Context: an optimization exercise on an open-source flow, tuned for small area, a short achievable clock period and few clock cycles per item. The choices shown serve that exercise and are no tape-out recipe.
Only simulation tests tie the RTL to the original design; equivalence was not proved.

### design/flow/run.sh
#!/bin/bash
# synth_recipe.tcl (not shown) runs the flow's synth.tcl, then flattens the netlist and writes it again
# the make line also repeats each setting of config.mk as NAME=value (left out here)
make -C /OpenROAD-flow-scripts/flow DESIGN_CONFIG=/design/flow/config.mk WORK_HOME=/design/flow/orfs CLKGATE_MAP_FILE= SYNTH_SCRIPT=/design/flow/synth_recipe.tcl finish
### design/flow/config.mk
export PLATFORM = sky130hd
export DESIGN_NAME = lms_two_input_neuron_trainer
export DESIGN_NICKNAME = lms_two_input_neuron_trainer
export VERILOG_FILES = /design/flow/design.v
export SDC_FILE = /design/flow/constraint.sdc
export NUM_CORES = 4
export LEC_CHECK = 0
export CAP_MARGIN = 5
export CORE_MARGIN = 2
export CORE_UTILIZATION = 60
export SLEW_MARGIN = 5
### design/flow/constraint.sdc
create_clock -name core_clock -period 7.5 [get_ports {clk}]
set_input_delay 1.5000 -clock core_clock [delete_from_list [all_inputs] [get_ports {clk}]]
set_output_delay 1.5000 -clock core_clock [all_outputs]
set_load 0.01 [all_outputs]
### design/flow/design.v
package lmsnt_pkg;
  localparam int DATA_WIDTH   = 16;   
  localparam int WEIGHT_WIDTH = 24;   
  localparam int RATE_WIDTH   = 16;   
  localparam int DATA_FRAC    = 8;
  localparam int WEIGHT_FRAC  = 16;
  localparam int RATE_FRAC    = 16;
  localparam int G_WIDTH     = RATE_WIDTH + DATA_WIDTH + 2;
  localparam int MCAND_WIDTH = (G_WIDTH > WEIGHT_WIDTH) ? G_WIDTH : WEIGHT_WIDTH;
  localparam int PROD_WIDTH  = MCAND_WIDTH + DATA_WIDTH;
  localparam int ACC_WIDTH   = PROD_WIDTH + 2;
  localparam int UPD_WIDTH   = PROD_WIDTH + 1;
  localparam int WSH = RATE_FRAC + DATA_FRAC + DATA_FRAC - WEIGHT_FRAC;
  localparam int BSH = RATE_FRAC + DATA_FRAC - WEIGHT_FRAC;
  localparam int CFG_INDEX_WIDTH = 2;
  localparam int CFG_DATA_WIDTH  = WEIGHT_WIDTH;
  localparam logic [CFG_INDEX_WIDTH-1:0] REG_LEARN_RATE = 2'd0;
  localparam logic [CFG_INDEX_WIDTH-1:0] REG_INIT_W1    = 2'd1;
  localparam logic [CFG_INDEX_WIDTH-1:0] REG_INIT_W2    = 2'd2;
  localparam logic [CFG_INDEX_WIDTH-1:0] REG_INIT_BIAS  = 2'd3;
  localparam logic [RATE_WIDTH-1:0] RATE_RESET = 16'd16384;   
  localparam logic [1:0] OP_PREDICT = 2'd0;
  localparam logic [1:0] OP_TRAIN   = 2'd1;
  localparam logic [1:0] OP_RELOAD  = 2'd2;
  localparam logic signed [ACC_WIDTH-1:0] DATA_HI =
    {{(ACC_WIDTH-DATA_WIDTH+1){1'b0}}, {(DATA_WIDTH-1){1'b1}}};
  localparam logic signed [ACC_WIDTH-1:0] DATA_LO =
    {{(ACC_WIDTH-DATA_WIDTH+1){1'b1}}, {(DATA_WIDTH-1){1'b0}}};
  localparam logic signed [UPD_WIDTH-1:0] WGT_HI =
    {{(UPD_WIDTH-WEIGHT_WIDTH+1){1'b0}}, {(WEIGHT_WIDTH-1){1'b1}}};
  localparam logic signed [UPD_WIDTH-1:0] WGT_LO =
    {{(UPD_WIDTH-WEIGHT_WIDTH+1){1'b1}}, {(WEIGHT_WIDTH-1){1'b0}}};
  typedef struct packed {
    logic [1:0]                   op;
    logic signed [DATA_WIDTH-1:0] first_input;
    logic signed [DATA_WIDTH-1:0] second_input;
    logic signed [DATA_WIDTH-1:0] target_value;
  } sample_t;
  typedef struct packed {
    logic signed [DATA_WIDTH-1:0]   prediction;
    logic signed [DATA_WIDTH-1:0]   error_value;
    logic signed [WEIGHT_WIDTH-1:0] weight_one_now;
    logic signed [WEIGHT_WIDTH-1:0] weight_two_now;
    logic signed [WEIGHT_WIDTH-1:0] bias_now;
    logic                           saturated_flag;
  } result_t;
  typedef struct packed {
    logic busy;
    logic done;
  } mul_stat_t;
  typedef enum logic [3:0] {
    ST_IDLE,
    ST_MUL_W1,
    ST_MUL_W2,
    ST_ROUND,
    ST_ERROR,
    ST_MUL_G,
    ST_MUL_D1,
    ST_UPD_W1,
    ST_MUL_D2,
    ST_UPD_W2,
    ST_RND_B,
    ST_UPD_B,
    ST_EMIT
  } state_t;
  typedef struct packed {
    logic signed [DATA_WIDTH-1:0] value;
    logic                         clipped;
  } data_clip_t;
  typedef struct packed {
    logic signed [WEIGHT_WIDTH-1:0] value;
    logic                           clipped;
  } weight_clip_t;
endpackage
module lmsnt_serial_mul (
  input  logic [7:0] one,
  input  logic [7:0] two,
  input  logic [7:0] ng,
  input  logic [31:0] m,
  input  logic [40:0] a,
  output logic [47:0] s,
  output logic [47:0] c
);
  logic [32:0] pp0;
  logic [32:0] pp1;
  logic [32:0] pp2;
  logic [32:0] pp3;
  logic [32:0] pp4;
  logic [32:0] pp5;
  logic [32:0] pp6;
  logic [32:0] pp7;
  logic [33:0] mx;
  assign mx = {m[31], m, 1'b0};
  assign pp0 = ({33{one[0]}} & mx[33:1] | {33{two[0]}} & mx[32:0]) ^ {33{ng[0]}};
  assign pp1 = ({33{one[1]}} & mx[33:1] | {33{two[1]}} & mx[32:0]) ^ {33{ng[1]}};
  assign pp2 = ({33{one[2]}} & mx[33:1] | {33{two[2]}} & mx[32:0]) ^ {33{ng[2]}};
  assign pp3 = ({33{one[3]}} & mx[33:1] | {33{two[3]}} & mx[32:0]) ^ {33{ng[3]}};
  assign pp4 = ({33{one[4]}} & mx[33:1] | {33{two[4]}} & mx[32:0]) ^ {33{ng[4]}};
  assign pp5 = ({33{one[5]}} & mx[33:1] | {33{two[5]}} & mx[32:0]) ^ {33{ng[5]}};
  assign pp6 = ({33{one[6]}} & mx[33:1] | {33{two[6]}} & mx[32:0]) ^ {33{ng[6]}};
  assign pp7 = ({33{one[7]}} & mx[33:1] | {33{two[7]}} & mx[32:0]) ^ {33{ng[7]}};
  logic t1, t2, t3, t4, t5, t6, t7, t8, t9, t10, t11, t12, t13, t14, t15, t16, t17, t18, t19, t20, t21, t22, t23, t24, t25, t26, t27, t28, t29, t30, t31, t32, t33, t34, t35, t36, t37, t38, t39, t40, t41, t42, t43, t44, t45, t46, t47, t48, t49, t50, t51, t52, t53, t54, t55, t56, t57, t58, t59, t60, t61, t62, t63, t64, t65, t66, t67, t68, t69, t70, t71, t72, t73, t74, t75, t76, t77, t78, t79, t80, t81, t82, t83, t84, t85, t86, t87, t88, t89, t90, t91, t92, t93, t94, t95, t96, t97, t98, t99, t100, t101, t102, t103, t104, t105, t106, t107, t108, t109, t110, t111, t112, t113, t114, t115, t116, t117, t118, t119, t120, t121, t122, t123, t124, t125, t126, t127, t128, t129, t130, t131, t132, t133, t134, t135, t136, t137, t138, t139, t140, t141, t142, t143, t144, t145, t146, t147, t148, t149, t150, t151, t152, t153, t154, t155, t156, t157, t158, t159, t160, t161, t162, t163, t164, t165, t166, t167, t168, t169, t170, t171, t172, t173, t174, t175, t176, t177, t178, t179, t180, t181, t182, t183, t184, t185, t186, t187, t188, t189, t190, t191, t192, t193, t194, t195, t196, t197, t198, t199, t200, t201, t202, t203, t204, t205, t206, t207, t208, t209, t210, t211, t212, t213, t214, t215, t216, t217, t218, t219, t220, t221, t222, t223, t224, t225, t226, t227, t228, t229, t230, t231, t232, t233, t234, t235, t236, t237, t238, t239, t240, t241, t242, t243, t244, t245, t246, t247, t248, t249, t250, t251, t252, t253, t254, t255, t256, t257, t258, t259, t260, t261, t262, t263, t264, t265, t266, t267, t268, t269, t270, t271, t272, t273, t274, t275, t276, t277, t278, t279, t280, t281, t282, t283, t284, t285, t286, t287, t288, t289, t290, t291, t292, t293, t294, t295, t296, t297, t298, t299, t300, t301, t302, t303, t304, t305, t306, t307, t308, t309, t310, t311, t312, t313, t314, t315, t316, t317, t318, t319, t320, t321, t322, t323, t324, t325, t326, t327, t328, t329, t330, t331, t332, t333, t334, t335, t336, t337, t338, t339, t340, t341, t342, t343, t344, t345, t346, t347, t348, t349, t350, t351, t352, t353, t354, t355, t356, t357, t358, t359, t360, t361, t362, t363, t364, t365, t366, t367, t368, t369, t370, t371, t372, t373, t374, t375, t376, t377, t378, t379, t380, t381, t382, t383, t384, t385, t386, t387, t388, t389, t390, t391, t392, t393, t394, t395, t396, t397, t398, t399, t400, t401, t402, t403, t404, t405, t406, t407, t408, t409, t410, t411, t412, t413, t414, t415, t416, t417, t418, t419, t420, t421, t422, t423, t424, t425, t426, t427, t428, t429, t430, t431, t432, t433, t434, t435, t436, t437, t438, t439, t440, t441, t442, t443, t444, t445, t446, t447, t448, t449, t450, t451, t452, t453, t454, t455, t456, t457, t458, t459, t460, t461, t462, t463, t464, t465, t466, t467, t468, t469, t470, t471, t472, t473, t474, t475, t476, t477, t478, t479, t480, t481, t482, t483, t484, t485, t486, t487, t488, t489, t490, t491, t492;
  assign t1 = a[8] ^ ng[4];
  assign t2 = a[8] & ng[4];
  assign t3 = a[9] ^ pp0[9];
  assign t4 = a[9] & pp0[9];
  assign t5 = a[10] ^ ng[5] ^ pp0[10];
  assign t6 = (a[10] & ng[5]) | (a[10] & pp0[10]) | (ng[5] & pp0[10]);
  assign t7 = pp1[8] ^ pp2[6];
  assign t8 = pp1[8] & pp2[6];
  assign t9 = a[11] ^ pp0[11] ^ pp1[9];
  assign t10 = (a[11] & pp0[11]) | (a[11] & pp1[9]) | (pp0[11] & pp1[9]);
  assign t11 = pp2[7] ^ pp3[5];
  assign t12 = pp2[7] & pp3[5];
  assign t13 = a[12] ^ ng[6] ^ pp0[12];
  assign t14 = (a[12] & ng[6]) | (a[12] & pp0[12]) | (ng[6] & pp0[12]);
  assign t15 = pp1[10] ^ pp2[8] ^ pp3[6];
  assign t16 = (pp1[10] & pp2[8]) | (pp1[10] & pp3[6]) | (pp2[8] & pp3[6]);
  assign t17 = pp4[4] ^ pp5[2];
  assign t18 = pp4[4] & pp5[2];
  assign t19 = a[13] ^ pp0[13] ^ pp1[11];
  assign t20 = (a[13] & pp0[13]) | (a[13] & pp1[11]) | (pp0[13] & pp1[11]);
  assign t21 = pp2[9] ^ pp3[7] ^ pp4[5];
  assign t22 = (pp2[9] & pp3[7]) | (pp2[9] & pp4[5]) | (pp3[7] & pp4[5]);
  assign t23 = pp5[3] ^ pp6[1];
  assign t24 = pp5[3] & pp6[1];
  assign t25 = a[14] ^ pp0[14] ^ pp1[12];
  assign t26 = (a[14] & pp0[14]) | (a[14] & pp1[12]) | (pp0[14] & pp1[12]);
  assign t27 = pp2[10] ^ pp3[8] ^ pp4[6];
  assign t28 = (pp2[10] & pp3[8]) | (pp2[10] & pp4[6]) | (pp3[8] & pp4[6]);
  assign t29 = pp5[4] ^ pp6[2] ^ pp7[0];
  assign t30 = (pp5[4] & pp6[2]) | (pp5[4] & pp7[0]) | (pp6[2] & pp7[0]);
  assign t31 = a[15] ^ pp0[15] ^ pp1[13];
  assign t32 = (a[15] & pp0[15]) | (a[15] & pp1[13]) | (pp0[15] & pp1[13]);
  assign t33 = pp2[11] ^ pp3[9] ^ pp4[7];
  assign t34 = (pp2[11] & pp3[9]) | (pp2[11] & pp4[7]) | (pp3[9] & pp4[7]);
  assign t35 = pp5[5] ^ pp6[3] ^ pp7[1];
  assign t36 = (pp5[5] & pp6[3]) | (pp5[5] & pp7[1]) | (pp6[3] & pp7[1]);
  assign t37 = a[16] ^ pp0[16] ^ pp1[14];
  assign t38 = (a[16] & pp0[16]) | (a[16] & pp1[14]) | (pp0[16] & pp1[14]);
  assign t39 = pp2[12] ^ pp3[10] ^ pp4[8];
  assign t40 = (pp2[12] & pp3[10]) | (pp2[12] & pp4[8]) | (pp3[10] & pp4[8]);
  assign t41 = pp5[6] ^ pp6[4] ^ pp7[2];
  assign t42 = (pp5[6] & pp6[4]) | (pp5[6] & pp7[2]) | (pp6[4] & pp7[2]);
  assign t43 = a[17] ^ pp0[17] ^ pp1[15];
  assign t44 = (a[17] & pp0[17]) | (a[17] & pp1[15]) | (pp0[17] & pp1[15]);
  assign t45 = pp2[13] ^ pp3[11] ^ pp4[9];
  assign t46 = (pp2[13] & pp3[11]) | (pp2[13] & pp4[9]) | (pp3[11] & pp4[9]);
  assign t47 = pp5[7] ^ pp6[5] ^ pp7[3];
  assign t48 = (pp5[7] & pp6[5]) | (pp5[7] & pp7[3]) | (pp6[5] & pp7[3]);
  assign t49 = a[18] ^ pp0[18] ^ pp1[16];
  assign t50 = (a[18] & pp0[18]) | (a[18] & pp1[16]) | (pp0[18] & pp1[16]);
  assign t51 = pp2[14] ^ pp3[12] ^ pp4[10];
  assign t52 = (pp2[14] & pp3[12]) | (pp2[14] & pp4[10]) | (pp3[12] & pp4[10]);
  assign t53 = pp5[8] ^ pp6[6] ^ pp7[4];
  assign t54 = (pp5[8] & pp6[6]) | (pp5[8] & pp7[4]) | (pp6[6] & pp7[4]);
  assign t55 = a[19] ^ pp0[19] ^ pp1[17];
  assign t56 = (a[19] & pp0[19]) | (a[19] & pp1[17]) | (pp0[19] & pp1[17]);
  assign t57 = pp2[15] ^ pp3[13] ^ pp4[11];
  assign t58 = (pp2[15] & pp3[13]) | (pp2[15] & pp4[11]) | (pp3[13] & pp4[11]);
  assign t59 = pp5[9] ^ pp6[7] ^ pp7[5];
  assign t60 = (pp5[9] & pp6[7]) | (pp5[9] & pp7[5]) | (pp6[7] & pp7[5]);
  assign t61 = a[20] ^ pp0[20] ^ pp1[18];
  assign t62 = (a[20] & pp0[20]) | (a[20] & pp1[18]) | (pp0[20] & pp1[18]);
  assign t63 = pp2[16] ^ pp3[14] ^ pp4[12];
  assign t64 = (pp2[16] & pp3[14]) | (pp2[16] & pp4[12]) | (pp3[14] & pp4[12]);
  assign t65 = pp5[10] ^ pp6[8] ^ pp7[6];
  assign t66 = (pp5[10] & pp6[8]) | (pp5[10] & pp7[6]) | (pp6[8] & pp7[6]);
  assign t67 = a[21] ^ pp0[21] ^ pp1[19];
  assign t68 = (a[21] & pp0[21]) | (a[21] & pp1[19]) | (pp0[21] & pp1[19]);
  assign t69 = pp2[17] ^ pp3[15] ^ pp4[13];
  assign t70 = (pp2[17] & pp3[15]) | (pp2[17] & pp4[13]) | (pp3[15] & pp4[13]);
  assign t71 = pp5[11] ^ pp6[9] ^ pp7[7];
  assign t72 = (pp5[11] & pp6[9]) | (pp5[11] & pp7[7]) | (pp6[9] & pp7[7]);
  assign t73 = a[22] ^ pp0[22] ^ pp1[20];
  assign t74 = (a[22] & pp0[22]) | (a[22] & pp1[20]) | (pp0[22] & pp1[20]);
  assign t75 = pp2[18] ^ pp3[16] ^ pp4[14];
  assign t76 = (pp2[18] & pp3[16]) | (pp2[18] & pp4[14]) | (pp3[16] & pp4[14]);
  assign t77 = pp5[12] ^ pp6[10] ^ pp7[8];
  assign t78 = (pp5[12] & pp6[10]) | (pp5[12] & pp7[8]) | (pp6[10] & pp7[8]);
  assign t79 = a[23] ^ pp0[23] ^ pp1[21];
  assign t80 = (a[23] & pp0[23]) | (a[23] & pp1[21]) | (pp0[23] & pp1[21]);
  assign t81 = pp2[19] ^ pp3[17] ^ pp4[15];
  assign t82 = (pp2[19] & pp3[17]) | (pp2[19] & pp4[15]) | (pp3[17] & pp4[15]);
  assign t83 = pp5[13] ^ pp6[11] ^ pp7[9];
  assign t84 = (pp5[13] & pp6[11]) | (pp5[13] & pp7[9]) | (pp6[11] & pp7[9]);
  assign t85 = a[24] ^ pp0[24] ^ pp1[22];
  assign t86 = (a[24] & pp0[24]) | (a[24] & pp1[22]) | (pp0[24] & pp1[22]);
  assign t87 = pp2[20] ^ pp3[18] ^ pp4[16];
  assign t88 = (pp2[20] & pp3[18]) | (pp2[20] & pp4[16]) | (pp3[18] & pp4[16]);
  assign t89 = pp5[14] ^ pp6[12] ^ pp7[10];
  assign t90 = (pp5[14] & pp6[12]) | (pp5[14] & pp7[10]) | (pp6[12] & pp7[10]);
  assign t91 = a[25] ^ pp0[25] ^ pp1[23];
  assign t92 = (a[25] & pp0[25]) | (a[25] & pp1[23]) | (pp0[25] & pp1[23]);
  assign t93 = pp2[21] ^ pp3[19] ^ pp4[17];
  assign t94 = (pp2[21] & pp3[19]) | (pp2[21] & pp4[17]) | (pp3[19] & pp4[17]);
  assign t95 = pp5[15] ^ pp6[13] ^ pp7[11];
  assign t96 = (pp5[15] & pp6[13]) | (pp5[15] & pp7[11]) | (pp6[13] & pp7[11]);
  assign t97 = a[26] ^ pp0[26] ^ pp1[24];
  assign t98 = (a[26] & pp0[26]) | (a[26] & pp1[24]) | (pp0[26] & pp1[24]);
  assign t99 = pp2[22] ^ pp3[20] ^ pp4[18];
  assign t100 = (pp2[22] & pp3[20]) | (pp2[22] & pp4[18]) | (pp3[20] & pp4[18]);
  assign t101 = pp5[16] ^ pp6[14] ^ pp7[12];
  assign t102 = (pp5[16] & pp6[14]) | (pp5[16] & pp7[12]) | (pp6[14] & pp7[12]);
  assign t103 = a[27] ^ pp0[27] ^ pp1[25];
  assign t104 = (a[27] & pp0[27]) | (a[27] & pp1[25]) | (pp0[27] & pp1[25]);
  assign t105 = pp2[23] ^ pp3[21] ^ pp4[19];
  assign t106 = (pp2[23] & pp3[21]) | (pp2[23] & pp4[19]) | (pp3[21] & pp4[19]);
  assign t107 = pp5[17] ^ pp6[15] ^ pp7[13];
  assign t108 = (pp5[17] & pp6[15]) | (pp5[17] & pp7[13]) | (pp6[15] & pp7[13]);
  assign t109 = a[28] ^ pp0[28] ^ pp1[26];
  assign t110 = (a[28] & pp0[28]) | (a[28] & pp1[26]) | (pp0[28] & pp1[26]);
  assign t111 = pp2[24] ^ pp3[22] ^ pp4[20];
  assign t112 = (pp2[24] & pp3[22]) | (pp2[24] & pp4[20]) | (pp3[22] & pp4[20]);
  assign t113 = pp5[18] ^ pp6[16] ^ pp7[14];
  assign t114 = (pp5[18] & pp6[16]) | (pp5[18] & pp7[14]) | (pp6[16] & pp7[14]);
  assign t115 = a[29] ^ pp0[29] ^ pp1[27];
  assign t116 = (a[29] & pp0[29]) | (a[29] & pp1[27]) | (pp0[29] & pp1[27]);
  assign t117 = pp2[25] ^ pp3[23] ^ pp4[21];
  assign t118 = (pp2[25] & pp3[23]) | (pp2[25] & pp4[21]) | (pp3[23] & pp4[21]);
  assign t119 = pp5[19] ^ pp6[17] ^ pp7[15];
  assign t120 = (pp5[19] & pp6[17]) | (pp5[19] & pp7[15]) | (pp6[17] & pp7[15]);
  assign t121 = a[30] ^ pp0[30] ^ pp1[28];
  assign t122 = (a[30] & pp0[30]) | (a[30] & pp1[28]) | (pp0[30] & pp1[28]);
  assign t123 = pp2[26] ^ pp3[24] ^ pp4[22];
  assign t124 = (pp2[26] & pp3[24]) | (pp2[26] & pp4[22]) | (pp3[24] & pp4[22]);
  assign t125 = pp5[20] ^ pp6[18] ^ pp7[16];
  assign t126 = (pp5[20] & pp6[18]) | (pp5[20] & pp7[16]) | (pp6[18] & pp7[16]);
  assign t127 = a[31] ^ pp0[31] ^ pp1[29];
  assign t128 = (a[31] & pp0[31]) | (a[31] & pp1[29]) | (pp0[31] & pp1[29]);
  assign t129 = pp2[27] ^ pp3[25] ^ pp4[23];
  assign t130 = (pp2[27] & pp3[25]) | (pp2[27] & pp4[23]) | (pp3[25] & pp4[23]);
  assign t131 = pp5[21] ^ pp6[19] ^ pp7[17];
  assign t132 = (pp5[21] & pp6[19]) | (pp5[21] & pp7[17]) | (pp6[19] & pp7[17]);
  assign t133 = a[32] ^ pp0[32] ^ pp1[30];
  assign t134 = (a[32] & pp0[32]) | (a[32] & pp1[30]) | (pp0[32] & pp1[30]);
  assign t135 = pp2[28] ^ pp3[26] ^ pp4[24];
  assign t136 = (pp2[28] & pp3[26]) | (pp2[28] & pp4[24]) | (pp3[26] & pp4[24]);
  assign t137 = pp5[22] ^ pp6[20] ^ pp7[18];
  assign t138 = (pp5[22] & pp6[20]) | (pp5[22] & pp7[18]) | (pp6[20] & pp7[18]);
  assign t139 = a[33] ^ pp0[32] ^ pp1[31];
  assign t140 = (a[33] & pp0[32]) | (a[33] & pp1[31]) | (pp0[32] & pp1[31]);
  assign t141 = pp2[29] ^ pp3[27] ^ pp4[25];
  assign t142 = (pp2[29] & pp3[27]) | (pp2[29] & pp4[25]) | (pp3[27] & pp4[25]);
  assign t143 = pp5[23] ^ pp6[21] ^ pp7[19];
  assign t144 = (pp5[23] & pp6[21]) | (pp5[23] & pp7[19]) | (pp6[21] & pp7[19]);
  assign t145 = a[34] ^ pp2[30] ^ pp3[28];
  assign t146 = (a[34] & pp2[30]) | (a[34] & pp3[28]) | (pp2[30] & pp3[28]);
  assign t147 = pp4[26] ^ pp5[24] ^ pp6[22];
  assign t148 = (pp4[26] & pp5[24]) | (pp4[26] & pp6[22]) | (pp5[24] & pp6[22]);
  assign t149 = pp7[20] ^ ~pp0[32] ^ ~pp1[32];
  assign t150 = (pp7[20] & ~pp0[32]) | (pp7[20] & ~pp1[32]) | (~pp0[32] & ~pp1[32]);
  assign t151 = 1'b1 ^ a[35] ^ pp2[31];
  assign t152 = (1'b1 & a[35]) | (1'b1 & pp2[31]) | (a[35] & pp2[31]);
  assign t153 = pp3[29] ^ pp4[27] ^ pp5[25];
  assign t154 = (pp3[29] & pp4[27]) | (pp3[29] & pp5[25]) | (pp4[27] & pp5[25]);
  assign t155 = pp6[23] ^ pp7[21];
  assign t156 = pp6[23] & pp7[21];
  assign t157 = a[36] ^ pp3[30] ^ pp4[28];
  assign t158 = (a[36] & pp3[30]) | (a[36] & pp4[28]) | (pp3[30] & pp4[28]);
  assign t159 = pp5[26] ^ pp6[24] ^ pp7[22];
  assign t160 = (pp5[26] & pp6[24]) | (pp5[26] & pp7[22]) | (pp6[24] & pp7[22]);
  assign t161 = 1'b1 ^ a[37] ^ pp3[31];
  assign t162 = (1'b1 & a[37]) | (1'b1 & pp3[31]) | (a[37] & pp3[31]);
  assign t163 = pp4[29] ^ pp5[27];
  assign t164 = pp4[29] & pp5[27];
  assign t165 = a[38] ^ pp4[30] ^ pp5[28];
  assign t166 = (a[38] & pp4[30]) | (a[38] & pp5[28]) | (pp4[30] & pp5[28]);
  assign t167 = 1'b1 ^ a[39];
  assign t168 = 1'b1 & a[39];
  assign t169 = 1'b1 ^ ~a[40];
  assign t170 = 1'b1 & ~a[40];
  assign t171 = a[4] ^ ng[2];
  assign t172 = a[4] & ng[2];
  assign t173 = a[5] ^ pp0[5];
  assign t174 = a[5] & pp0[5];
  assign t175 = a[6] ^ ng[3] ^ pp0[6];
  assign t176 = (a[6] & ng[3]) | (a[6] & pp0[6]) | (ng[3] & pp0[6]);
  assign t177 = pp1[4] ^ pp2[2];
  assign t178 = pp1[4] & pp2[2];
  assign t179 = a[7] ^ pp0[7] ^ pp1[5];
  assign t180 = (a[7] & pp0[7]) | (a[7] & pp1[5]) | (pp0[7] & pp1[5]);
  assign t181 = pp2[3] ^ pp3[1];
  assign t182 = pp2[3] & pp3[1];
  assign t183 = t1 ^ pp0[8] ^ pp1[6];
  assign t184 = (t1 & pp0[8]) | (t1 & pp1[6]) | (pp0[8] & pp1[6]);
  assign t185 = pp2[4] ^ pp3[2] ^ pp4[0];
  assign t186 = (pp2[4] & pp3[2]) | (pp2[4] & pp4[0]) | (pp3[2] & pp4[0]);
  assign t187 = t2 ^ pp1[7] ^ pp2[5];
  assign t188 = (t2 & pp1[7]) | (t2 & pp2[5]) | (pp1[7] & pp2[5]);
  assign t189 = pp3[3] ^ pp4[1] ^ t3;
  assign t190 = (pp3[3] & pp4[1]) | (pp3[3] & t3) | (pp4[1] & t3);
  assign t191 = pp3[4] ^ pp4[2] ^ pp5[0];
  assign t192 = (pp3[4] & pp4[2]) | (pp3[4] & pp5[0]) | (pp4[2] & pp5[0]);
  assign t193 = t4 ^ t7 ^ t5;
  assign t194 = (t4 & t7) | (t4 & t5) | (t7 & t5);
  assign t195 = pp4[3] ^ pp5[1] ^ t8;
  assign t196 = (pp4[3] & pp5[1]) | (pp4[3] & t8) | (pp5[1] & t8);
  assign t197 = t11 ^ t6 ^ t9;
  assign t198 = (t11 & t6) | (t11 & t9) | (t6 & t9);
  assign t199 = pp6[0] ^ t12 ^ t17;
  assign t200 = (pp6[0] & t12) | (pp6[0] & t17) | (t12 & t17);
  assign t201 = t10 ^ t13 ^ t15;
  assign t202 = (t10 & t13) | (t10 & t15) | (t13 & t15);
  assign t203 = t18 ^ t23 ^ t14;
  assign t204 = (t18 & t23) | (t18 & t14) | (t23 & t14);
  assign t205 = t16 ^ t19 ^ t21;
  assign t206 = (t16 & t19) | (t16 & t21) | (t19 & t21);
  assign t207 = t24 ^ t20 ^ t22;
  assign t208 = (t24 & t20) | (t24 & t22) | (t20 & t22);
  assign t209 = t25 ^ t27 ^ t29;
  assign t210 = (t25 & t27) | (t25 & t29) | (t27 & t29);
  assign t211 = t26 ^ t28 ^ t30;
  assign t212 = (t26 & t28) | (t26 & t30) | (t28 & t30);
  assign t213 = t31 ^ t33 ^ t35;
  assign t214 = (t31 & t33) | (t31 & t35) | (t33 & t35);
  assign t215 = t32 ^ t34 ^ t36;
  assign t216 = (t32 & t34) | (t32 & t36) | (t34 & t36);
  assign t217 = t37 ^ t39 ^ t41;
  assign t218 = (t37 & t39) | (t37 & t41) | (t39 & t41);
  assign t219 = t38 ^ t40 ^ t42;
  assign t220 = (t38 & t40) | (t38 & t42) | (t40 & t42);
  assign t221 = t43 ^ t45 ^ t47;
  assign t222 = (t43 & t45) | (t43 & t47) | (t45 & t47);
  assign t223 = t44 ^ t46 ^ t48;
  assign t224 = (t44 & t46) | (t44 & t48) | (t46 & t48);
  assign t225 = t49 ^ t51 ^ t53;
  assign t226 = (t49 & t51) | (t49 & t53) | (t51 & t53);
  assign t227 = t50 ^ t52 ^ t54;
  assign t228 = (t50 & t52) | (t50 & t54) | (t52 & t54);
  assign t229 = t55 ^ t57 ^ t59;
  assign t230 = (t55 & t57) | (t55 & t59) | (t57 & t59);
  assign t231 = t56 ^ t58 ^ t60;
  assign t232 = (t56 & t58) | (t56 & t60) | (t58 & t60);
  assign t233 = t61 ^ t63 ^ t65;
  assign t234 = (t61 & t63) | (t61 & t65) | (t63 & t65);
  assign t235 = t62 ^ t64 ^ t66;
  assign t236 = (t62 & t64) | (t62 & t66) | (t64 & t66);
  assign t237 = t67 ^ t69 ^ t71;
  assign t238 = (t67 & t69) | (t67 & t71) | (t69 & t71);
  assign t239 = t68 ^ t70 ^ t72;
  assign t240 = (t68 & t70) | (t68 & t72) | (t70 & t72);
  assign t241 = t73 ^ t75 ^ t77;
  assign t242 = (t73 & t75) | (t73 & t77) | (t75 & t77);
  assign t243 = t74 ^ t76 ^ t78;
  assign t244 = (t74 & t76) | (t74 & t78) | (t76 & t78);
  assign t245 = t79 ^ t81 ^ t83;
  assign t246 = (t79 & t81) | (t79 & t83) | (t81 & t83);
  assign t247 = t80 ^ t82 ^ t84;
  assign t248 = (t80 & t82) | (t80 & t84) | (t82 & t84);
  assign t249 = t85 ^ t87 ^ t89;
  assign t250 = (t85 & t87) | (t85 & t89) | (t87 & t89);
  assign t251 = t86 ^ t88 ^ t90;
  assign t252 = (t86 & t88) | (t86 & t90) | (t88 & t90);
  assign t253 = t91 ^ t93 ^ t95;
  assign t254 = (t91 & t93) | (t91 & t95) | (t93 & t95);
  assign t255 = t92 ^ t94 ^ t96;
  assign t256 = (t92 & t94) | (t92 & t96) | (t94 & t96);
  assign t257 = t101 ^ t97 ^ t99;
  assign t258 = (t101 & t97) | (t101 & t99) | (t97 & t99);
  assign t259 = t100 ^ t102 ^ t98;
  assign t260 = (t100 & t102) | (t100 & t98) | (t102 & t98);
  assign t261 = t103 ^ t105 ^ t107;
  assign t262 = (t103 & t105) | (t103 & t107) | (t105 & t107);
  assign t263 = t104 ^ t106 ^ t108;
  assign t264 = (t104 & t106) | (t104 & t108) | (t106 & t108);
  assign t265 = t109 ^ t111 ^ t113;
  assign t266 = (t109 & t111) | (t109 & t113) | (t111 & t113);
  assign t267 = t110 ^ t112 ^ t114;
  assign t268 = (t110 & t112) | (t110 & t114) | (t112 & t114);
  assign t269 = t115 ^ t117 ^ t119;
  assign t270 = (t115 & t117) | (t115 & t119) | (t117 & t119);
  assign t271 = t116 ^ t118 ^ t120;
  assign t272 = (t116 & t118) | (t116 & t120) | (t118 & t120);
  assign t273 = t121 ^ t123 ^ t125;
  assign t274 = (t121 & t123) | (t121 & t125) | (t123 & t125);
  assign t275 = t122 ^ t124 ^ t126;
  assign t276 = (t122 & t124) | (t122 & t126) | (t124 & t126);
  assign t277 = t127 ^ t129 ^ t131;
  assign t278 = (t127 & t129) | (t127 & t131) | (t129 & t131);
  assign t279 = t128 ^ t130 ^ t132;
  assign t280 = (t128 & t130) | (t128 & t132) | (t130 & t132);
  assign t281 = t133 ^ t135 ^ t137;
  assign t282 = (t133 & t135) | (t133 & t137) | (t135 & t137);
  assign t283 = t134 ^ t136 ^ t138;
  assign t284 = (t134 & t136) | (t134 & t138) | (t136 & t138);
  assign t285 = t139 ^ t141 ^ t143;
  assign t286 = (t139 & t141) | (t139 & t143) | (t141 & t143);
  assign t287 = t140 ^ t142 ^ t144;
  assign t288 = (t140 & t142) | (t140 & t144) | (t142 & t144);
  assign t289 = t145 ^ t147 ^ t149;
  assign t290 = (t145 & t147) | (t145 & t149) | (t147 & t149);
  assign t291 = t155 ^ t146 ^ t148;
  assign t292 = (t155 & t146) | (t155 & t148) | (t146 & t148);
  assign t293 = t150 ^ t151 ^ t153;
  assign t294 = (t150 & t151) | (t150 & t153) | (t151 & t153);
  assign t295 = ~pp2[32] ^ t156 ^ t152;
  assign t296 = (~pp2[32] & t156) | (~pp2[32] & t152) | (t156 & t152);
  assign t297 = t154 ^ t157 ^ t159;
  assign t298 = (t154 & t157) | (t154 & t159) | (t157 & t159);
  assign t299 = pp6[25] ^ pp7[23] ^ t163;
  assign t300 = (pp6[25] & pp7[23]) | (pp6[25] & t163) | (pp7[23] & t163);
  assign t301 = t158 ^ t160 ^ t161;
  assign t302 = (t158 & t160) | (t158 & t161) | (t160 & t161);
  assign t303 = pp6[26] ^ pp7[24] ^ ~pp3[32];
  assign t304 = (pp6[26] & pp7[24]) | (pp6[26] & ~pp3[32]) | (pp7[24] & ~pp3[32]);
  assign t305 = t164 ^ t162 ^ t165;
  assign t306 = (t164 & t162) | (t164 & t165) | (t162 & t165);
  assign t307 = t167 ^ pp4[31] ^ pp5[29];
  assign t308 = (t167 & pp4[31]) | (t167 & pp5[29]) | (pp4[31] & pp5[29]);
  assign t309 = pp6[27] ^ pp7[25] ^ t166;
  assign t310 = (pp6[27] & pp7[25]) | (pp6[27] & t166) | (pp7[25] & t166);
  assign t311 = t168 ^ t169 ^ pp5[30];
  assign t312 = (t168 & t169) | (t168 & pp5[30]) | (t169 & pp5[30]);
  assign t313 = pp6[28] ^ pp7[26] ^ ~pp4[32];
  assign t314 = (pp6[28] & pp7[26]) | (pp6[28] & ~pp4[32]) | (pp7[26] & ~pp4[32]);
  assign t315 = t170 ^ pp5[31] ^ pp6[29];
  assign t316 = (t170 & pp5[31]) | (t170 & pp6[29]) | (pp5[31] & pp6[29]);
  assign t317 = a[2] ^ ng[1];
  assign t318 = a[2] & ng[1];
  assign t319 = a[3] ^ pp0[3];
  assign t320 = a[3] & pp0[3];
  assign t321 = t171 ^ pp0[4] ^ pp1[2];
  assign t322 = (t171 & pp0[4]) | (t171 & pp1[2]) | (pp0[4] & pp1[2]);
  assign t323 = t172 ^ pp1[3] ^ pp2[1];
  assign t324 = (t172 & pp1[3]) | (t172 & pp2[1]) | (pp1[3] & pp2[1]);
  assign t325 = pp3[0] ^ t174 ^ t177;
  assign t326 = (pp3[0] & t174) | (pp3[0] & t177) | (t174 & t177);
  assign t327 = t178 ^ t181 ^ t176;
  assign t328 = (t178 & t181) | (t178 & t176) | (t181 & t176);
  assign t329 = t182 ^ t180 ^ t183;
  assign t330 = (t182 & t180) | (t182 & t183) | (t180 & t183);
  assign t331 = t184 ^ t186 ^ t187;
  assign t332 = (t184 & t186) | (t184 & t187) | (t186 & t187);
  assign t333 = t188 ^ t191 ^ t190;
  assign t334 = (t188 & t191) | (t188 & t190) | (t191 & t190);
  assign t335 = t192 ^ t195 ^ t194;
  assign t336 = (t192 & t195) | (t192 & t194) | (t195 & t194);
  assign t337 = t196 ^ t199 ^ t198;
  assign t338 = (t196 & t199) | (t196 & t198) | (t199 & t198);
  assign t339 = t200 ^ t202 ^ t203;
  assign t340 = (t200 & t202) | (t200 & t203) | (t202 & t203);
  assign t341 = t204 ^ t206 ^ t207;
  assign t342 = (t204 & t206) | (t204 & t207) | (t206 & t207);
  assign t343 = t208 ^ t210 ^ t211;
  assign t344 = (t208 & t210) | (t208 & t211) | (t210 & t211);
  assign t345 = t212 ^ t214 ^ t215;
  assign t346 = (t212 & t214) | (t212 & t215) | (t214 & t215);
  assign t347 = t216 ^ t218 ^ t219;
  assign t348 = (t216 & t218) | (t216 & t219) | (t218 & t219);
  assign t349 = t220 ^ t222 ^ t223;
  assign t350 = (t220 & t222) | (t220 & t223) | (t222 & t223);
  assign t351 = t224 ^ t226 ^ t227;
  assign t352 = (t224 & t226) | (t224 & t227) | (t226 & t227);
  assign t353 = t228 ^ t230 ^ t231;
  assign t354 = (t228 & t230) | (t228 & t231) | (t230 & t231);
  assign t355 = t232 ^ t234 ^ t235;
  assign t356 = (t232 & t234) | (t232 & t235) | (t234 & t235);
  assign t357 = t236 ^ t238 ^ t239;
  assign t358 = (t236 & t238) | (t236 & t239) | (t238 & t239);
  assign t359 = t240 ^ t242 ^ t243;
  assign t360 = (t240 & t242) | (t240 & t243) | (t242 & t243);
  assign t361 = t244 ^ t246 ^ t247;
  assign t362 = (t244 & t246) | (t244 & t247) | (t246 & t247);
  assign t363 = t248 ^ t250 ^ t251;
  assign t364 = (t248 & t250) | (t248 & t251) | (t250 & t251);
  assign t365 = t252 ^ t254 ^ t255;
  assign t366 = (t252 & t254) | (t252 & t255) | (t254 & t255);
  assign t367 = t256 ^ t258 ^ t259;
  assign t368 = (t256 & t258) | (t256 & t259) | (t258 & t259);
  assign t369 = t260 ^ t262 ^ t263;
  assign t370 = (t260 & t262) | (t260 & t263) | (t262 & t263);
  assign t371 = t264 ^ t266 ^ t267;
  assign t372 = (t264 & t266) | (t264 & t267) | (t266 & t267);
  assign t373 = t268 ^ t270 ^ t271;
  assign t374 = (t268 & t270) | (t268 & t271) | (t270 & t271);
  assign t375 = t272 ^ t274 ^ t275;
  assign t376 = (t272 & t274) | (t272 & t275) | (t274 & t275);
  assign t377 = t276 ^ t278 ^ t279;
  assign t378 = (t276 & t278) | (t276 & t279) | (t278 & t279);
  assign t379 = t280 ^ t282 ^ t283;
  assign t380 = (t280 & t282) | (t280 & t283) | (t282 & t283);
  assign t381 = t284 ^ t286 ^ t287;
  assign t382 = (t284 & t286) | (t284 & t287) | (t286 & t287);
  assign t383 = t288 ^ t290 ^ t291;
  assign t384 = (t288 & t290) | (t288 & t291) | (t290 & t291);
  assign t385 = t292 ^ t294 ^ t295;
  assign t386 = (t292 & t294) | (t292 & t295) | (t294 & t295);
  assign t387 = t299 ^ t296 ^ t298;
  assign t388 = (t299 & t296) | (t299 & t298) | (t296 & t298);
  assign t389 = t303 ^ t300 ^ t302;
  assign t390 = (t303 & t300) | (t303 & t302) | (t300 & t302);
  assign t391 = t304 ^ t307 ^ t306;
  assign t392 = (t304 & t307) | (t304 & t306) | (t307 & t306);
  assign t393 = t308 ^ t311 ^ t313;
  assign t394 = (t308 & t311) | (t308 & t313) | (t311 & t313);
  assign t395 = pp7[27] ^ t312 ^ t314;
  assign t396 = (pp7[27] & t312) | (pp7[27] & t314) | (t312 & t314);
  assign t397 = pp6[30] ^ pp7[28] ^ ~pp5[32];
  assign t398 = (pp6[30] & pp7[28]) | (pp6[30] & ~pp5[32]) | (pp7[28] & ~pp5[32]);
  assign t399 = 1'b1 ^ pp6[31];
  assign t400 = 1'b1 & pp6[31];
  assign t401 = a[0] ^ ng[0];
  assign t402 = a[0] & ng[0];
  assign t403 = a[1] ^ pp0[1];
  assign t404 = a[1] & pp0[1];
  assign t405 = t317 ^ pp0[2] ^ pp1[0];
  assign t406 = (t317 & pp0[2]) | (t317 & pp1[0]) | (pp0[2] & pp1[0]);
  assign t407 = t318 ^ pp1[1] ^ t319;
  assign t408 = (t318 & pp1[1]) | (t318 & t319) | (pp1[1] & t319);
  assign t409 = pp2[0] ^ t320 ^ t321;
  assign t410 = (pp2[0] & t320) | (pp2[0] & t321) | (t320 & t321);
  assign t411 = t173 ^ t322 ^ t323;
  assign t412 = (t173 & t322) | (t173 & t323) | (t322 & t323);
  assign t413 = t324 ^ t175 ^ t325;
  assign t414 = (t324 & t175) | (t324 & t325) | (t175 & t325);
  assign t415 = t179 ^ t326 ^ t327;
  assign t416 = (t179 & t326) | (t179 & t327) | (t326 & t327);
  assign t417 = t185 ^ t328 ^ t329;
  assign t418 = (t185 & t328) | (t185 & t329) | (t328 & t329);
  assign t419 = t189 ^ t330 ^ t331;
  assign t420 = (t189 & t330) | (t189 & t331) | (t330 & t331);
  assign t421 = t332 ^ t193 ^ t333;
  assign t422 = (t332 & t193) | (t332 & t333) | (t193 & t333);
  assign t423 = t197 ^ t334 ^ t335;
  assign t424 = (t197 & t334) | (t197 & t335) | (t334 & t335);
  assign t425 = t201 ^ t336 ^ t337;
  assign t426 = (t201 & t336) | (t201 & t337) | (t336 & t337);
  assign t427 = t205 ^ t338 ^ t339;
  assign t428 = (t205 & t338) | (t205 & t339) | (t338 & t339);
  assign t429 = t209 ^ t340 ^ t341;
  assign t430 = (t209 & t340) | (t209 & t341) | (t340 & t341);
  assign t431 = t213 ^ t342 ^ t343;
  assign t432 = (t213 & t342) | (t213 & t343) | (t342 & t343);
  assign t433 = t217 ^ t344 ^ t345;
  assign t434 = (t217 & t344) | (t217 & t345) | (t344 & t345);
  assign t435 = t221 ^ t346 ^ t347;
  assign t436 = (t221 & t346) | (t221 & t347) | (t346 & t347);
  assign t437 = t225 ^ t348 ^ t349;
  assign t438 = (t225 & t348) | (t225 & t349) | (t348 & t349);
  assign t439 = t229 ^ t350 ^ t351;
  assign t440 = (t229 & t350) | (t229 & t351) | (t350 & t351);
  assign t441 = t233 ^ t352 ^ t353;
  assign t442 = (t233 & t352) | (t233 & t353) | (t352 & t353);
  assign t443 = t237 ^ t354 ^ t355;
  assign t444 = (t237 & t354) | (t237 & t355) | (t354 & t355);
  assign t445 = t241 ^ t356 ^ t357;
  assign t446 = (t241 & t356) | (t241 & t357) | (t356 & t357);
  assign t447 = t245 ^ t358 ^ t359;
  assign t448 = (t245 & t358) | (t245 & t359) | (t358 & t359);
  assign t449 = t249 ^ t360 ^ t361;
  assign t450 = (t249 & t360) | (t249 & t361) | (t360 & t361);
  assign t451 = t253 ^ t362 ^ t363;
  assign t452 = (t253 & t362) | (t253 & t363) | (t362 & t363);
  assign t453 = t257 ^ t364 ^ t365;
  assign t454 = (t257 & t364) | (t257 & t365) | (t364 & t365);
  assign t455 = t261 ^ t366 ^ t367;
  assign t456 = (t261 & t366) | (t261 & t367) | (t366 & t367);
  assign t457 = t265 ^ t368 ^ t369;
  assign t458 = (t265 & t368) | (t265 & t369) | (t368 & t369);
  assign t459 = t269 ^ t370 ^ t371;
  assign t460 = (t269 & t370) | (t269 & t371) | (t370 & t371);
  assign t461 = t273 ^ t372 ^ t373;
  assign t462 = (t273 & t372) | (t273 & t373) | (t372 & t373);
  assign t463 = t277 ^ t374 ^ t375;
  assign t464 = (t277 & t374) | (t277 & t375) | (t374 & t375);
  assign t465 = t281 ^ t376 ^ t377;
  assign t466 = (t281 & t376) | (t281 & t377) | (t376 & t377);
  assign t467 = t285 ^ t378 ^ t379;
  assign t468 = (t285 & t378) | (t285 & t379) | (t378 & t379);
  assign t469 = t289 ^ t380 ^ t381;
  assign t470 = (t289 & t380) | (t289 & t381) | (t380 & t381);
  assign t471 = t293 ^ t382 ^ t383;
  assign t472 = (t293 & t382) | (t293 & t383) | (t382 & t383);
  assign t473 = t297 ^ t384 ^ t385;
  assign t474 = (t297 & t384) | (t297 & t385) | (t384 & t385);
  assign t475 = t301 ^ t386 ^ t387;
  assign t476 = (t301 & t386) | (t301 & t387) | (t386 & t387);
  assign t477 = t305 ^ t388 ^ t389;
  assign t478 = (t305 & t388) | (t305 & t389) | (t388 & t389);
  assign t479 = t309 ^ t390 ^ t391;
  assign t480 = (t309 & t390) | (t309 & t391) | (t390 & t391);
  assign t481 = t310 ^ t393 ^ t392;
  assign t482 = (t310 & t393) | (t310 & t392) | (t393 & t392);
  assign t483 = t315 ^ t394 ^ t395;
  assign t484 = (t315 & t394) | (t315 & t395) | (t394 & t395);
  assign t485 = t316 ^ t397 ^ t396;
  assign t486 = (t316 & t397) | (t316 & t396) | (t397 & t396);
  assign t487 = pp7[29] ^ t399 ^ t398;
  assign t488 = (pp7[29] & t399) | (pp7[29] & t398) | (t399 & t398);
  assign t489 = pp7[30] ^ ~pp6[32] ^ t400;
  assign t490 = (pp7[30] & ~pp6[32]) | (pp7[30] & t400) | (~pp6[32] & t400);
  assign t491 = 1'b1 ^ pp7[31];
  assign t492 = 1'b1 & pp7[31];
  assign s = {1'b1, ~pp7[32], t491, t489, t487, t484, t483, t481, t478, t476, t474, t472, t470, t468, t466, t464, t462, t460, t458, t456, t454, t452, t450, t448, t446, t444, t442, t440, t438, t436, t434, t432, t430, t428, t426, t424, t422, t420, t418, t416, t414, t412, t410, t408, t406, t404, t402, t401};
  assign c = {1'b0, t492, t490, t488, t486, t485, t482, t480, t479, t477, t475, t473, t471, t469, t467, t465, t463, t461, t459, t457, t455, t453, t451, t449, t447, t445, t443, t441, t439, t437, t435, t433, t431, t429, t427, t425, t423, t421, t419, t417, t415, t413, t411, t409, t407, t405, t403, pp0[0]};
endmodule
module lms_two_input_neuron_trainer
(
  input  logic         clk,
  input  logic         rst,
  input  logic         sample_valid,
  output logic         sample_ready,
  input  logic [49:0]  sample,
  output logic         result_valid,
  input  logic         result_ready,
  output logic [104:0] result,
  input  logic         cfg_write,
  input  logic [1:0]   cfg_index,
  input  logic [23:0]  cfg_data
);
  function automatic [23:0] benc(input logic [15:0] y);
    logic [16:0] yy;
    logic [7:0]  one, two, ng;
    yy = {y, 1'b0};
    for (int i = 0; i < 8; i++) begin
      one[i] = yy[2*i+1] ^ yy[2*i];
      two[i] = (yy[2*i+2] & ~yy[2*i+1] & ~yy[2*i]) | (~yy[2*i+2] & yy[2*i+1] & yy[2*i]);
      ng[i]  = yy[2*i+2];
    end
    benc = {ng, two, one};
  endfunction
  function automatic [16:0] clip16(input logic [25:0] v);
    if (!v[25] && (v[24:15] != 10'h000))      clip16 = {16'h7fff, 1'b1};
    else if (v[25] && (v[24:15] != 10'h3ff))  clip16 = {16'h8000, 1'b1};
    else                                      clip16 = {v[15:0], 1'b0};
  endfunction
  function automatic [24:0] clip24(input logic [32:0] v);
    if (!v[32] && (v[31:23] != 9'h000))       clip24 = {24'h7fffff, 1'b1};
    else if (v[32] && (v[31:23] != 9'h1ff))   clip24 = {24'h800000, 1'b1};
    else                                      clip24 = {v[23:0], 1'b0};
  endfunction
  logic [1:0]  op;
  assign op = sample[49:48];
  logic e, p1, p2, p3, p4, p5, r1;
  logic [15:0] rate;
  logic [23:0] init_w1, init_w2, init_b;
  logic [23:0] w1, w2, b;
  logic [15:0] x1, x2;
  logic [15:0] tgt;
  logic        trn_q;
  logic [23:0] code_r;
  logic [31:0] m_r;
  logic [40:0] a_r;
  logic [15:0] pred_q, err_q;
  logic        sat_q;
  logic slot_free;
  assign slot_free = !result_valid || result_ready;
  logic rfin, fin, take;
  assign rfin = r1 && slot_free;
  assign fin  = (p2 && !trn_q) || p5 || rfin;
  assign sample_ready = e || fin;
  assign take = sample_valid && sample_ready;
  logic [47:0] ps, pc, p;
  lmsnt_serial_mul u_mul (
    .one (code_r[7:0]),
    .two (code_r[15:8]),
    .ng  (code_r[23:16]),
    .m   (m_r),
    .a   (a_r),
    .s   (ps),
    .c   (pc)
  );
  logic        cl;
  logic [31:0] pl;
  logic [15:0] u0, u1, ph;
  assign {cl, pl} = {1'b0, ps[31:0]} + {1'b0, pc[31:0]};
  assign u0 = ps[47:32] + pc[47:32];
  assign u1 = ps[47:32] + pc[47:32] + 16'd1;
  assign ph = cl ? u1 : u0;
  assign p  = {ph, pl};
  logic inr_p, inr_w;
  assign inr_p = cl ? (pl[31] ? (&u1) : ~(|u1)) : (pl[31] ? (&u0) : ~(|u0));
  assign inr_w = cl ? ((&u1[15:6]) | ~(|u1[15:6])) : ((&u0[15:6]) | ~(|u0[15:6]));
  logic [25:0] tn, fs, fc;
  logic        dcl;
  logic [31:0] dl;
  logic [9:0]  dh0, dh1, dh;
  assign tn = ~{{10{tgt[15]}}, tgt};
  assign fs = ps[41:16] ^ pc[41:16] ^ tn;
  assign fc = (ps[41:16] & pc[41:16]) | (ps[41:16] & tn) | (pc[41:16] & tn);
  assign {dcl, dl} = {1'b0, fs[15:0], ps[15:0]} + {1'b0, fc[14:0], 1'b1, pc[15:0]};
  assign dh0 = fs[25:16] + fc[24:15];
  assign dh1 = fs[25:16] + fc[24:15] + 10'd1;
  assign dh  = dcl ? dh1 : dh0;
  logic inr_d;
  assign inr_d = dcl ? (dl[31] ? (&dh1) : ~(|dh1)) : (dl[31] ? (&dh0) : ~(|dh0));
  logic [16:0] pclip, dclip, epos, eneg, eclip;
  logic [17:0] ehi, elo;
  assign pclip = inr_p ? {pl[31:16], 1'b0} : (ph[15] ? {16'h8000, 1'b1} : {16'h7fff, 1'b1});
  assign dclip = inr_d ? {dl[31:16], 1'b0} : (dh[9]  ? {16'h8000, 1'b1} : {16'h7fff, 1'b1});
  assign ehi   = 18'sd32767 - {{2{tgt[15]}}, tgt};
  assign elo   = -18'sd32768 - {{2{tgt[15]}}, tgt};
  assign epos  = clip16({{8{ehi[17]}}, ehi});
  assign eneg  = clip16({{8{elo[17]}}, elo});
  always_comb begin
    if (!inr_p && !ph[15]) eclip = epos;
    else if (!inr_p)       eclip = eneg;
    else                   eclip = dclip;
  end
  logic [24:0] wclip, bclip;
  logic [33:0] bsum;
  assign wclip = inr_w ? {p[38:15], 1'b0} : (ph[15] ? {24'h800000, 1'b1} : {24'h7fffff, 1'b1});
  assign bsum  = {{3{b[23]}}, b, 7'h3f} - {{2{m_r[31]}}, m_r};
  assign bclip = clip24({{6{bsum[33]}}, bsum[33:7]});
  logic [23:0] w1_nx, b_nx;
  assign w1_nx = r1 ? init_w1 : w1;
  assign b_nx  = r1 ? init_b  : b;
  logic [24:0] b1;
  assign b1 = {b_nx[23], b_nx} + 25'd128 + {23'd0, sample[47]} * 25'd64 + {23'd0, sample[31]} * 25'd64;
  always_ff @(posedge clk) begin
    if (rst) begin
      e            <= 1'b1;
      p1           <= 1'b0;
      p2           <= 1'b0;
      p3           <= 1'b0;
      p4           <= 1'b0;
      p5           <= 1'b0;
      r1           <= 1'b0;
      result_valid <= 1'b0;
      rate         <= 16'd16384;
      init_w1      <= '0;
      init_w2      <= '0;
      init_b       <= '0;
      w1           <= '0;
      w2           <= '0;
      b            <= '0;
    end else begin
      e  <= (e || fin) && !sample_valid;
      p1 <= (p1 && !slot_free) || (take && op != 2'd2);
      r1 <= (r1 && !slot_free) || (take && op == 2'd2);
      p2 <= p1 && slot_free;
      p3 <= p2 && trn_q;
      p4 <= p3;
      p5 <= p4;
      if (fin)               result_valid <= 1'b1;
      else if (result_ready) result_valid <= 1'b0;
      if (cfg_write) begin
        case (cfg_index)
          2'd0: rate <= cfg_data[15:0];
          2'd1: init_w1 <= cfg_data;
          2'd2: init_w2 <= cfg_data;
          default: init_b <= cfg_data;
        endcase
      end
      if (rfin) begin
        w1 <= init_w1;
        w2 <= init_w2;
        b  <= init_b;
      end
      if (p4) begin
        w1 <= wclip[24:1];
        b  <= bclip[24:1];
      end
      if (p5) w2 <= wclip[24:1];
    end
  end
  logic [15:0] y_nx;
  logic        neg_nx;
  always_comb begin
    y_nx   = x2;
    neg_nx = 1'b0;
    if (take) begin
      y_nx = sample[47:32];
    end else if (p2) begin
      y_nx = {1'b0, rate[15:1]};
    end else if (p3) begin
      y_nx   = x1;
      neg_nx = 1'b1;
    end else if (p4) begin
      neg_nx = 1'b1;
    end
  end
  always_ff @(posedge clk) begin
    if (take || (p1 && slot_free) || p2 || p3 || p4) begin
      code_r <= benc(y_nx) ^ {{8{neg_nx}}, 16'h0000};
    end
    if (take) begin
      x1     <= sample[47:32];
      x2     <= sample[31:16];
      tgt    <= sample[15:0];
      trn_q  <= (op == 2'd1);
      m_r    <= {{8{w1_nx[23]}}, w1_nx};
      a_r    <= {{8{b1[24]}}, b1, 8'h00};
    end else if (p1 && slot_free) begin
      m_r    <= {{8{w2[23]}}, w2};
      a_r    <= p[40:0];
    end else if (p2) begin
      m_r    <= {{15{eclip[16]}}, eclip[16:1], 1'b0};
      a_r    <= rate[0] ? {{25{eclip[16]}}, eclip[16:1]} : '0;
    end else if (p3) begin
      m_r    <= p[31:0];
      a_r    <= {{2{w1[23]}}, w1, ~x1[15], 14'h3fff};
    end else if (p4) begin
      a_r    <= {{2{w2[23]}}, w2, ~x2[15], 14'h3fff};
    end
    if (rfin) begin
      pred_q <= '0;
      err_q  <= '0;
      sat_q  <= 1'b0;
    end
    if (p2) begin
      pred_q <= pclip[16:1];
      err_q  <= eclip[16:1];
      sat_q  <= pclip[0] | eclip[0];
    end
    if (p4) sat_q <= sat_q | wclip[0] | bclip[0];
    if (p5) sat_q <= sat_q | wclip[0];
  end
  assign result = {pred_q, err_q, w1, w2, b, sat_q};
endmodule
==> notes.md, run 1 <==
gpl congestion=1.08; vias in the first global route=32100; row cnt=86; Reg2Reg Setup Slack=-0.04 ns; worst stage delay on the critical path=0.60 ns; drt drc=0; largest net degree at the start of global routing=85; maximum clock path buffer count=3; Mapped Area=about 0.034 mm^2; fin. max-slew vios=0; Primary FF master, synth=dfxtp_1; Sink Count=347; WL/cell=between 20 and 30 um; Clock Latency Late Sink=roughly 0.61 ns; P&R area growth vs syn=21.7%; Synth Instances=about 3800; CTS Buf Count=39; clock root cell=clkbuf_16; share of layout cells above drive strength 1=between 15 and 20%; Setup WS pre-CTS=-0.411 ns; RSZ-0062 raised after global routing=true; initial antenna violation count=4; crit end category=flop; Worst EP arrival=8.00 ns; vias=around 33000; Pre-antenna DRT Iters=9; final hold slack=approximately 0.46 ns; core outline area=~0.055 mm^2; first-pass GRT wire length=slightly above 200 mm; Crit path required time=7.96 ns; worst-margin pin slew=~1.4 ns; die width=between 200 and 250 um; clock slew at reported path FFs=0.06 ns; Die Span Y=~240 um; min Tclk post-route=around 7.5 ns; Max transition margin=under 10%; Max-cap violations=0; most common cell after layout, fill and taps aside=nand2_1; most frequent cells in the layout=nand2_1 (369), buf_4 (353), inv_1 (339); Post-synth EDFFs=171; GRT Residual Overflow=0; Setup Crit Path Kind=flop to flop; Yosys cell types=between 90 and 100; sequential fraction of the synthesis area=about a quarter; DR iter-0 viols=just over 5000; Final WS setup=-0.0402 ns; Peak Freq=around 0.13 GHz; I/O Pins=about 190; FF/Latch Area=0.00866 mm^2; Net count, final=between 4000 and 5000; Layout Check Fail Reasons=negative setup slack; status=finished with violations; gr usage total=~48%; Worst Path Max Fanout=7; die area=0.0579 mm^2; Mapped Nets=4226; final cell utilization of the core=74.1%; I/O Buffers=187; Post-Route WL=between 100 and 150 mm; CP max stage cell=fa_1; Hold Vio Cnt, Final=0; most used cell, CP=fa_1; TritonCTS clock tree=built; #FFs+latches synth=~350; average size of a mapped cell=about 8.9 um^2; initial core utilization=60.9%; fin crit share=101%; drt via density=6.81; remaining antenna violation count=0; Yosys warning total=1; DPL Wire Length=roughly 110 mm; worst hold path type=flop to flop; Synth async-reset ratio=0%; CP startpoint kind=flop; CTS H-tree lvls=2; Setup TNS=-0.103 ns; multi-input logic area=~0.023 mm^2; Final setup viols=5; number of fill cells=3910; Layout Skew=~0.045 ns
[through the flow]
stage | area (um^2) | std cells
finish | 40900 | 4889
global route | 40900 | 4887
CTS | 39700 | 4846
detailed placement | 38300 | 4766
global placement | 38300 | 4766
floorplan | 33600 | 3767
[routing by layer]
| layer | part of all wire [%] | GRT usage, % | vias to the layer above | wire length [um] |
|---|---|---|---|---|
| met5 | 0.032 | 0 | - | 45 |
| met4 | 9.5 | 35.3 | 6 | 13500 |
| met3 | 13 | 13.2 | 714 | 18900 |
| met2 | 43 | 72.4 | 2752 | 61100 |
| met1 | 34 | 58.3 | 15900 | 48200 |
| li1 | - | - | 13900 | - |
[Yosys cell counts (60+ instances only)]
library cell | n | share of area (%)
a21oi_1 | 292 | 4.3
a221oi_1 | 79 | 2.1
a22oi_1 | 257 | 5.7
clkbuf_1 | 240 | 2.7
dfxtp_1 | 176 | 10
edfxtp_1 | 171 | 15
fa_1 | 255 | 15
ha_1 | 123 | 4.6
inv_1 | 346 | 3.9
mux2i_1 | 137 | 4.1
nand2_1 | 374 | 4.2
nor2_1 | 169 | 1.9
nor3_1 | 60 | 0.89
o21ai_0 | 99 | 1.5
xnor2_1 | 253 | 6.6
xor2_1 | 139 | 3.6
[registers in the layout, summed over array words and instances, names as in the netlist, 16 cells and up]
register,flops
a_r,41
m_r,32
b,24
code_r,24
init_b,24
init_w1,24
init_w2,24
w1,24
w2,24
err_q,16
pred_q,16
rate,16
tgt,16
x1,16
x2,16
[worst max-delay path, delay by kind of cell, from the launching register on]
kind | cells | cell delay, ns
and+or+nand+nor | 3 | 1.02
buffers and inverters | 10 | 1.17
AOI/OAI and AO/OA | 9 | 1.62
xor gates and xnor gates | 1 | 0.13
adders and majority gates | 7 | 2.99
DFF | 1 | 0.47
[logic make-up after synthesis]
kind of cell	after synthesis	share of synthesized area [%]
buffers and inverters	641	7.28
muxes	167	5.09
AOI/OAI and AO/OA	1016	20.6
xor gates and xnor gates	394	10.3
and+or+nand+nor	824	11.1
DFF	347	25.8
adders and majority gates	378	19.8
[timing repair]
action                     CTS  global route
gates cloned                 0             1
pin swaps                    8            69
setup endpoints to repair   73           150
gates resized for setup     33           188
setup buffers                8            44
hold buffers                 0             0
[path summary, 6_finish.rpt]
check | from | to | depth (start not counted)
setup / recovery | code_r[12]$_DFFE_PP_ | m_r[7]$_DFFE_PP_ | 30
hold / removal | init_w2[22]$_SDFFE_PP0P_ | init_w2[22]$_SDFFE_PP0P_ | 2
setup reg to reg | code_r[12]$_DFFE_PP_ | m_r[7]$_DFFE_PP_ | 30
hold reg to reg | init_w2[22]$_SDFFE_PP0P_ | init_w2[22]$_SDFFE_PP0P_ | 2
[layout make-up]
class / instances / share of cell area (%)
Multi-Input combinational cell: 2779 / 57.1
Inverter: 351 / 3.23
Sequential cell: 347 / 21.2
Antenna cell: 2 / 0.0122
Clock buffer: 57 / 2.78
Tap cell: 748 / 2.29
Timing Repair Buffer: 590 / 13.1
Clock inverter: 15 / 0.358
Testbench counts, summed over its fixed seeds: cycles 13,626, items 3,200.
==> inputs of run 2 (changes only) <==
--- a/design/flow/config.mk
+++ b/design/flow/config.mk
@@ -5,6 +5,7 @@
 export SDC_FILE = /design/flow/constraint.sdc
 export NUM_CORES = 4
 export LEC_CHECK = 0
+export ABC_AREA = 1
 export CAP_MARGIN = 5
 export CORE_MARGIN = 2
 export CORE_UTILIZATION = 60
==> notes.md, run 2 <==
Mapped Nets=4882 (+16%); remaining antenna violation count=0 (unchanged); CTS Hold Bufs=0 (unchanged); GRT Residual Overflow=0 (unchanged); Clock Latency Late Sink=0.60 ns (about the same); P&R area growth vs syn=14.1%; status=finished clean; Synth async-reset ratio=0% (unchanged); min Tclk post-route=7.27 ns (-0.269 ns); placed inst area=0.0368 mm^2 (-3.7%); most frequent cells in the layout=nand2_1 (773), inv_1 (650), o21ai_0 (337); count leader, synth=nand2_1; Peak Freq=0.138 GHz (+3.7%); Die Span Y=241 um (+0.19%); clock root cell=clkbuf_16; Layout Skew=0.0352 ns (-0.00983 ns); top cell type by total area after synthesis=edfxtp_1; CP Buf/Inv Count=8 (-2); gr usage total=43.7% (-4.0 points); drt via density=6.17 (-9.4%); Biggest register=a_r; Post-Route WL=129 mm (-9.2%); Primary FF master, synth=dfxtp_1; placed cells=5260 (+10%); Max transition margin=2.40% (-4.3 points); Critical path origin=m_r[25]$_DFFE_PP_; Non-Filler Instances=5345 (+9.3%); vias=33000 (-0.91%); most common cell after layout, fill and taps aside=nand2_1; Net count, final=5021 (+9.9%); Hold Vio Cnt, Final=0 (unchanged); share of layout cells above drive strength 1=8.32% (-9.0 points); CP max stage cell=fa_2; die width=241 um (+0.19%); worst stage delay on the critical path=0.63 ns (+0.03 ns); largest net degree at the start of global routing=86 (+1.2%); first-pass GRT wire length=188 mm (-7.8%); Pre-antenna DRT Iters=7 (-2); Worst R2R Start=m_r[25]$_DFFE_PP_; Yosys warning total=1 (unchanged); maximum clock path buffer count=3 (unchanged); average size of a mapped cell=7.63 um^2 (-15%); CTS H-tree lvls=2 (unchanged); fin crit share=97.0% (-3.6 points); DPL Wire Length=98.9 mm (-9.1%); Synth Instances=4423 (+17%); worst hold path type=flop to flop; die area=0.0581 mm^2 (+0.38%); clock slew at reported path FFs=0.06 ns (about the same); I/O Buffers=187 (unchanged); max reg flops=41 (unchanged); Worst EP arrival=7.70 ns (-0.30 ns); WL/cell=24.1 um (-17%); row cnt=86 (unchanged); DR iter-0 viols=4391 (-15%); Yosys cell types=57 (-38%); Setup Crit Path Kind=flop to flop; drt drc=0 (unchanged); Synth top cells by count=nand2_1 (782), inv_1 (655), o21ai_0 (342), xor2_1 (308), a21oi_1 (274); sequential fraction of the synthesis area=25.7% (-0.099 points); Post-synth EDFFs=171 (unchanged); most used cell, CP=nand2_1; Final setup viols=0 (-5); Crit path required time=7.93 ns (-0.03 ns); Worst Path Max Fanout=5 (-2); initial antenna violation count=5 (+1); crit end category=flop; CP startpoint kind=flop; TritonCTS clock tree=built; final cell utilization of the core=69.6% (-4.5 points); final hold slack=0.454 ns (-0.00268 ns); worst-margin pin slew=1.45 ns (+0.0551 ns); initial core utilization=61.0% (+0.12 points); fin. max-slew vios=0 (unchanged); CP top delay family=adder cells; CTS Buf Count=40 (+2.6%); vias in the first global route=30800 (-4.0%); I/O Pins=188 (unchanged); HP Start=init_w2[0]$_SDFFE_PP0P_; Synth top area share=15.2% (-0.059 points); Max-cap violations=0 (unchanged); post-route cell area=0.0385 mm^2 (-5.8%); gpl congestion=1.04 (-4.1%); number of fill cells=4793 (+23%); Sink Count=347 (unchanged); Mapped Area=0.0337 mm^2 (+0.39%); core outline area=0.0553 mm^2 (+0.19%); biggest regs=a_r x41, m_r x32; Synth area leaders=edfxtp_1 (15%), fa_1 (15%), dfxtp_1 (10%); #FFs+latches synth=347 (unchanged)
[run 2: cell types whose count changed after synthesis, sizes merged, moves of 62 or more]
cell    change
nand2     +436
inv       +326
o21ai     +279
a22oi     -257
o22ai     +255
xnor2     -211
xor2      +168
mux2i     -134
nand3     +114
nor2       +79
a221oi     -62
[run 2: metrics by stage]
stage / setup TNS (ns) / setup WS (ns)
floorplan: 0 / 0.752
global placement: 0 / 0.124
detailed placement: -0.0252 / -0.0252
CTS: 0 / 0.0586
global route: -0.0713 / -0.0412
finish: 0 / 0.228
[run 2: worst paths after layout]
kind                                                end  slack [ns]  cells after the start
worst max register to register         m_r[6]$_DFFE_PP_        0.23                     31
worst min register to register  init_w2[0]$_SDFFE_PP0P_        0.45                      2
worst max-delay path                   m_r[6]$_DFFE_PP_        0.23                     31
worst min-delay path            init_w2[0]$_SDFFE_PP0P_        0.45                      2
[run 2: logic make-up (layout without fill, tap and decap cells)]
kind of cell | count (synthesis) | after routing | share of synthesized area, %
AO/OA/AOI/OAI | 1062 | 1062 | 17.9
XOR/XNOR | 351 | 351 | 9.14
multiplexers | 3 | 3 | 0.0890
flip-flops | 347 | 347 | 25.7
buffers and inverters | 953 | 1124 | 10.8
adder cells (fa/ha/maj) | 378 | 378 | 19.7
other | 0 | 3 | 0
AND/OR/NAND/NOR | 1329 | 1329 | 16.7
[run 2: layer usage]
| layer | routed length [um] | vias up | GRT usage (%) |
|---|---|---|---|
| met2 | 55200 | 2219 | 65.1 |
| met4 | 9900 | 0 | 28.4 |
| met3 | 16600 | 505 | 12.9 |
| met5 | 0 | - | 0 |
| li1 | - | 14800 | - |
| met1 | 47200 | 15400 | 55.4 |
[run 2: worst register-to-register path, delay by kind of cell, from the launching register on]
family,cells,cell delay [ns]
adders and majority gates,7,3.06
and+or+nand+nor,11,1.37
buffers and inverters,8,1.08
AOI/OAI and AO/OA,3,0.70
xor gates and xnor gates,2,0.52
DFF,1,0.37
[run 2: layout make-up]
class | instances | area [um^2] | share of cell area [%]
well taps | 748 | 936 | 2.43
clock inverters | 19 | 181 | 0.471
repair buffers | 345 | 3240 | 8.41
diodes | 3 | 7.51 | 0.0195
inverters | 705 | 2700 | 7.01
multi-input cells | 3123 | 21600 | 56.2
clock buffers | 55 | 1120 | 2.92
flip-flops and latches | 347 | 8660 | 22.5
[run 2: repair_timing]
action | in CTS | in global routing
setup endpoints to repair | 2 | 86
setup buffers | 0 | 8
gates cloned | 0 | 0
resized for setup | 1 | 67
pin swaps | 0 | 3

port drivers added, routing unchanged:
How much do the figures lean on ideal ports? The routed layouts below were timed once more, with nothing changed but the port constraints. Step 1: set_driving_cell puts a clkbuf_16 on clk and a buf_2 on each other input, an assumption about the parent block. Step 2 also shifts input and output timing later by t, the mid clock arrival at the registers, as if the neighbouring blocks saw the same clock. Three values: ideal, step 1, step 2; two values: the first two.
run	t (ns)	slack for setup (ns)	worst data-port slew with drivers (ns)
run 1	0.653	-0.040 / -0.040 / -0.040	0.07
run 2	0.651	0.228 / 0.228 / 0.228	0.06
